Context: an optimization exercise on an open-source flow, tuned for small area. The choices shown serve that exercise and are no tape-out recipe. In this exercise RTL edits were held to simulation tests only and were not proved equivalent to the original. The clock port is modelled as an ideal driver; clocking choices that lean on that would not hold on a real chip.

## run F
// matrix_datapath
module matrix_datapath #(
  parameter int WIDTH_BIT = 1,
  parameter int INDEX_BIT = 3,
  parameter int INSTR_BIT = 8
) (
  input  logic                              CLK,
  input  logic                              RST,
  input  logic                              enable,
  input  logic [31:0]                       instruction,
  output logic                              pc_src,
  output logic [INSTR_BIT-1:0]              jump_addr,
  output logic                              done,
  input  logic [INDEX_BIT-1:0]              dbg_index,
  output logic [(32 << (2*WIDTH_BIT))-1:0]  dbg_data
);
  logic [2:0] op, d_idx, a_idx, b_idx;
  assign op    = instruction[31:29];
  assign d_idx = instruction[28:26];
  assign a_idx = instruction[25:23];
  assign b_idx = instruction[22:20];
  logic is_lde, is_add, is_sub, is_mul, is_trn, is_ldi, is_full;
  assign is_lde  = (op == 3'b000);
  assign is_add  = (op == 3'b001);
  assign is_sub  = (op == 3'b010);
  assign is_mul  = (op == 3'b011);
  assign is_trn  = (op == 3'b100);
  assign is_ldi  = (op == 3'b101);
  assign is_full = is_add | is_sub | is_mul | is_trn | is_ldi;
  logic mul_n, as_n, ast_n, mas_n, mast_n, trn_n;
  assign mul_n = ~is_mul;
  assign as_n  = ~(is_add | is_sub);
  assign mas_n = ~(is_add | is_sub | is_mul);
  assign trn_n = ~is_trn;
  assign ast_n  = ~(is_add | is_sub | is_trn);
  assign mast_n = ~(is_add | is_sub | is_mul | is_trn);
  logic [25:0] imm_n [4];
  for (genvar e = 0; e < 4; e++) begin : g_imm
    logic ld_e;
    assign ld_e = is_ldi | (is_lde && instruction[17:16] == e);
    for (genvar i = 0; i < 26; i++) begin : g_bit
      if (i < 16) begin : g_lo
        assign imm_n[e][i] = ~(instruction[i] & ld_e);
      end else begin : g_hi
        assign imm_n[e][i] = ~(instruction[i] & is_ldi);
      end
    end
  end
  logic [1023:0] rf;
  logic [7:0]    valid;
  logic [127:0]  res;          
  for (genvar r = 0; r < 8; r++) begin : g_reg
    logic wr;
  ...
For scale: roughly 11000 cells after synthesis, ~180 I/O pins, about 130000 um2 of cells after synthesis.
export LEC_CHECK = 0
export CAP_MARGIN = 20
export CELL_PAD_IN_SITES_DETAIL_PLACEMENT = 1
export CELL_PAD_IN_SITES_GLOBAL_PLACEMENT = 1
export CORE_MARGIN = 2
export CORE_UTILIZATION = 35
export PLACE_DENSITY = 0.5
export SETUP_SLACK_MARGIN = 0.3
export SLEW_MARGIN = 20
export SYNTH_HIERARCHICAL = 1
create_clock -name core_clock -period 15.0 [get_ports {CLK}]
standard.sh (not shown) runs the stock make flow with config.mk's settings and CLKGATE_MAP_FILE= SYNTH_SCRIPT=/design/flow/synth_recipe.tcl, a recipe that flattens the netlist after the stock synthesis.
==> flow/flow/run.sh <==
#!/bin/bash
# Layout flow: the standard ORFS flow (standard.sh) with a few extra ORFS settings.
#  - every port still gets a buffer, a buf_1 instead of a clkdlybuf4s50_1;
#  - placement and timing repair insert only small buffers (flow/small_buffers.tcl);
#  - clock tree built from clkbuf_8, in clusters of up to 16 flip-flops, without dummy loads.
# The full make output goes to flow_make.log; ORFS keeps each step's log under orfs/logs.
set -euo pipefail
HOOK=$PWD/flow/small_buffers.tcl
bash standard.sh \
  "BUFFER_PORTS_ARGS=-buffer_cell sky130_fd_sc_hd__buf_1" \
  "CTS_ARGS=-sink_clustering_enable -repair_clock_nets -dont_use_dummy_load -buf_list sky130_fd_sc_hd__clkbuf_8 -sink_clustering_size 16 -sink_clustering_max_diameter 70" \
  "PRE_GLOBAL_PLACE_TCL=$HOOK" "PRE_RESIZE_TCL=$HOOK" "PRE_CTS_TCL=$HOOK" \
  "PRE_GLOBAL_ROUTE_TCL=$HOOK" "PRE_DETAIL_PLACE_TCL=$HOOK" "PRE_FLOORPLAN_TCL=$HOOK" \
  "PRE_REPAIR_TIMING_POST_PLACE_TCL=$HOOK" \
  finish > flow_make.log 2>&1
==> flow/flow/small_buffers.tcl <==
# Sourced before placement, resizing, CTS and routing steps: buffer insertion and
# repair use only the small buffers (buf_1, buf_2); gates may still be upsized.
set_dont_use {sky130_fd_sc_hd__buf_4 sky130_fd_sc_hd__buf_6 sky130_fd_sc_hd__buf_8
  sky130_fd_sc_hd__buf_12 sky130_fd_sc_hd__buf_16 sky130_fd_sc_hd__bufbuf_8
  sky130_fd_sc_hd__bufbuf_16 sky130_fd_sc_hd__bufinv_8 sky130_fd_sc_hd__bufinv_16}
Run F reached the end of the flow, and the finished layout is clean on the timing, DRC and antenna checks.
Modified inputs, run B compared to run F
-- flow/flow/run.sh --
<<< run F, line 3
#  - every port still gets a buffer, a buf_1 instead of a clkdlybuf4s50_1;
#  - placement and timing repair insert only small buffers (flow/small_buffers.tcl);
#  - clock tree built from clkbuf_8, in clusters of up to 16 flip-flops, without dummy loads.
>>> run B, line 3
#  - every port still gets a buffer, a buf_1 instead of a clkdlybuf4s50_1;
#  - placement and timing repair insert only buffers up to buf_4 (flow/small_buffers.tcl);
#  - clock tree built from clkbuf_8, in clusters of up to 16 flip-flops, without dummy loads.
==> flow/flow/small_buffers.tcl <==
# Sourced before placement, resizing, CTS and routing steps: buffer insertion and
# repair use only buffers up to buf_4; gates may still be upsized.
set_dont_use {sky130_fd_sc_hd__buf_6 sky130_fd_sc_hd__buf_8
  sky130_fd_sc_hd__buf_12 sky130_fd_sc_hd__buf_16 sky130_fd_sc_hd__bufbuf_8
  sky130_fd_sc_hd__bufbuf_16 sky130_fd_sc_hd__bufinv_8 sky130_fd_sc_hd__bufinv_16}
==> run notes <==
Compared with run F, run B shows global-route usage lower by 0.86 points.
The startpoint of the worst setup timing path comes out instruction[21] in one run and instruction[20] in the other, namely in run B and run F respectively.
Compared with run F, run B shows critical path depth that has gone down by more than 10%.
Total of endpoints with negative setup slack in the final report: run B vs run F, no meaningful difference
Run B vs. run F: via count has decreased; final standard cell count with taps included and fillers excluded has decreased; post-layout net count has decreased.
Summary of run B over run F: actual slew at the worst max-slew pin shows an increase of 0.022 ns; post-placement cell area shows no meaningful change.

* * *

run R:
matrix_datapath, a different RTL version from the one above (not shown whole).
For scale: roughly 1100 flip-flops, ~180 I/O pins, roughly 0.13 mm^2 of cells after synthesis.
Settings: LEC_CHECK=0, CAP_MARGIN=20, CELL_PAD_IN_SITES_DETAIL_PLACEMENT=1, CELL_PAD_IN_SITES_GLOBAL_PLACEMENT=1, CORE_MARGIN=2, CORE_UTILIZATION=35, PLACE_DENSITY=0.5, SLEW_MARGIN=20, SYNTH_HIERARCHICAL=1; clock period 15.0 ns.
==> flow/flow/run.sh <==
#!/bin/bash
# Layout flow: the standard ORFS flow (standard.sh) with a few extra ORFS settings.
#  - every port still gets a buffer, a buf_1 instead of a clkdlybuf4s50_1;
#  - placement and timing repair insert only small buffers (flow/small_buffers.tcl);
#  - clock tree built from clkbuf_8, in clusters of up to 16 flip-flops, without dummy loads;
#  - after global routing, non-critical gates are downsized (RECOVER_POWER).
# The full make output goes to flow_make.log; ORFS keeps each step's log under orfs/logs.
set -euo pipefail
HOOK=$PWD/flow/small_buffers.tcl
bash standard.sh \
  "BUFFER_PORTS_ARGS=-buffer_cell sky130_fd_sc_hd__buf_1" \
  "CTS_ARGS=-sink_clustering_enable -repair_clock_nets -dont_use_dummy_load -buf_list sky130_fd_sc_hd__clkbuf_8 -sink_clustering_size 16 -sink_clustering_max_diameter 70" \
  "RECOVER_POWER=100" \
  "PRE_GLOBAL_PLACE_TCL=$HOOK" "PRE_RESIZE_TCL=$HOOK" "PRE_CTS_TCL=$HOOK" \
  "PRE_GLOBAL_ROUTE_TCL=$HOOK" "PRE_DETAIL_PLACE_TCL=$HOOK" "PRE_FLOORPLAN_TCL=$HOOK" \
  "PRE_REPAIR_TIMING_POST_PLACE_TCL=$HOOK" \
  finish > flow_make.log 2>&1
==> flow/flow/small_buffers.tcl <==
# Sourced before placement, resizing, CTS and routing steps: buffer insertion and
# repair use only the small buffers (buf_1, buf_2); gates may still be upsized.
set_dont_use {sky130_fd_sc_hd__buf_4 sky130_fd_sc_hd__buf_6 sky130_fd_sc_hd__buf_8
  sky130_fd_sc_hd__buf_12 sky130_fd_sc_hd__buf_16 sky130_fd_sc_hd__bufbuf_8
  sky130_fd_sc_hd__bufbuf_16 sky130_fd_sc_hd__bufinv_8 sky130_fd_sc_hd__bufinv_16}
STATUS run=run R STAGES=ALL_DONE FINAL_CHECKS=FAILED CAUSE=max-capacitance violations, max-slew violations, negative setup slack
The following lists how run P was set up differently from run R:
==> flow/run.sh (new file) <==
#!/bin/bash
# synth_recipe.tcl (not shown) runs the flow's synth.tcl, then flattens the netlist and writes it again
# the make line also repeats each setting of config.mk as NAME=value (left out here)
make -C /OpenROAD-flow-scripts/flow DESIGN_CONFIG=/design/flow/config.mk WORK_HOME=/design/flow/orfs CLKGATE_MAP_FILE= SYNTH_SCRIPT=/design/flow/synth_recipe.tcl finish
removed: flow/flow/run.sh
removed: flow/flow/small_buffers.tcl
removed: flow/standard.sh
Out of run P and run R, the only run to close with the timing, DRC and antenna checks passing was run P. Although run R finished all stages, its layout failed final checks on max-capacitance violations, max-slew violations, negative setup slack. Delta (run P minus run R): fmax moved up, post-layout net count moved down. Minimum setup slack in the final design, run P and run R, lower one = run R. The final design instance area without fill in run P sits 0.0069 mm^2 above the value recorded for run R. The higher logic depth of the worst path, buffers included of run P and run R is in run P.

* * *

Another version of the RTL of matrix_datapath (not shown whole).
Size: roughly 11000 cells after synthesis, ~1000 flip-flops, ~180 I/O pins, about 0.13 mm² of cells after synthesis.
export LEC_CHECK = 0
export CAP_MARGIN = 20
export CELL_PAD_IN_SITES_DETAIL_PLACEMENT = 1
export CELL_PAD_IN_SITES_GLOBAL_PLACEMENT = 1
export CORE_MARGIN = 2
export CORE_UTILIZATION = 40
export PLACE_DENSITY = 0.55
export SETUP_SLACK_MARGIN = 0.3
export SLEW_MARGIN = 20
export SYNTH_HIERARCHICAL = 1
create_clock -name core_clock -period 15.0 [get_ports {CLK}]
==> flow/flow/run.sh <==
#!/bin/bash
# Layout flow: the standard ORFS flow (standard.sh) with a few extra ORFS settings.
#  - every port still gets a buffer, a buf_1 instead of a clkdlybuf4s50_1;
#  - placement and timing repair insert only buffers up to buf_4 (flow/small_buffers.tcl);
#  - clock tree built from clkbuf_8, in clusters of up to 16 flip-flops, without dummy loads.
# The full make output goes to flow_make.log; ORFS keeps each step's log under orfs/logs.
set -euo pipefail
HOOK=$PWD/flow/small_buffers.tcl
bash standard.sh \
  "BUFFER_PORTS_ARGS=-buffer_cell sky130_fd_sc_hd__buf_1" \
  "CTS_ARGS=-sink_clustering_enable -repair_clock_nets -dont_use_dummy_load -buf_list sky130_fd_sc_hd__clkbuf_8 -sink_clustering_size 16 -sink_clustering_max_diameter 70" \
  "PRE_GLOBAL_PLACE_TCL=$HOOK" "PRE_RESIZE_TCL=$HOOK" "PRE_CTS_TCL=$HOOK" \
  "PRE_GLOBAL_ROUTE_TCL=$HOOK" "PRE_DETAIL_PLACE_TCL=$HOOK" "PRE_FLOORPLAN_TCL=$HOOK" \
  "PRE_REPAIR_TIMING_POST_PLACE_TCL=$HOOK" \
  finish > flow_make.log 2>&1
==> flow/flow/small_buffers.tcl <==
# Sourced before placement, resizing, CTS and routing steps: buffer insertion and
# repair use only buffers up to buf_4; gates may still be upsized.
set_dont_use {sky130_fd_sc_hd__buf_6 sky130_fd_sc_hd__buf_8
  sky130_fd_sc_hd__buf_12 sky130_fd_sc_hd__buf_16 sky130_fd_sc_hd__bufbuf_8
  sky130_fd_sc_hd__bufbuf_16 sky130_fd_sc_hd__bufinv_8 sky130_fd_sc_hd__bufinv_16}
The first run produced a clean layout.
Then changed:
- CORE_UTILIZATION: 40 -> 35
What happened:
- The new run produced a clean layout
- wire length is higher by 1.8%
- first-iteration DRC count drops by 1.9%
- utilization falls by 5.4 points
- non-clock buffer count is higher by 77
- synthesized area stays the same
- cell area goes up by about 0.7%
- clock-buffer cell count grows by 1
- synthesized cell count stays the same
- clock skew came out higher by 0.020 ns

==> what the ideal ports hide <==
In the flow no input, the clock included, has a driving cell. The finished layouts below were timed again as built, in two steps.
Step 1 (the two cells are an assumption about what drives the block):
set clk [get_ports {CLK}]
set_driving_cell -lib_cell sky130_fd_sc_hd__clkbuf_16 $clk
set_driving_cell -lib_cell sky130_fd_sc_hd__buf_2 [delete_from_list [all_inputs] $clk]
Step 2 moves the port delays by t, midway between the first and last clock arrival at a register: inputs arrive t later, outputs are due t later. That takes back most of the time a late clock gives input paths.
a / b / c = ideal / step 1 / step 2; a / b = the first two.
run	t, ns	setup WS [ns]	worst setup path at the end	cell pins on the clock port's net
run F	0.820	0.277 / 0.303 / -0.517	input to register	1
run B	0.824	1.050 / 1.085 / 0.261	input to register	1
run R	0.871	-0.087 / -0.020 / -0.892	input to register	1
run P	0.864	0.873 / 0.940 / 0.076	input to register	1
the first run of note 3	0.863	0.752 / 0.790 / -0.073	input to register	1
the second run of note 3	0.852	0.742 / 0.800 / -0.052	input to register	1
Met with ideal ports but missed after step 2: setup timing in run F, the first run of note 3 and the second run of note 3. For the first run of note 3, which loses most, drivers alone change the setup slack by +0.038 ns; drivers and shift together by -0.825 ns.
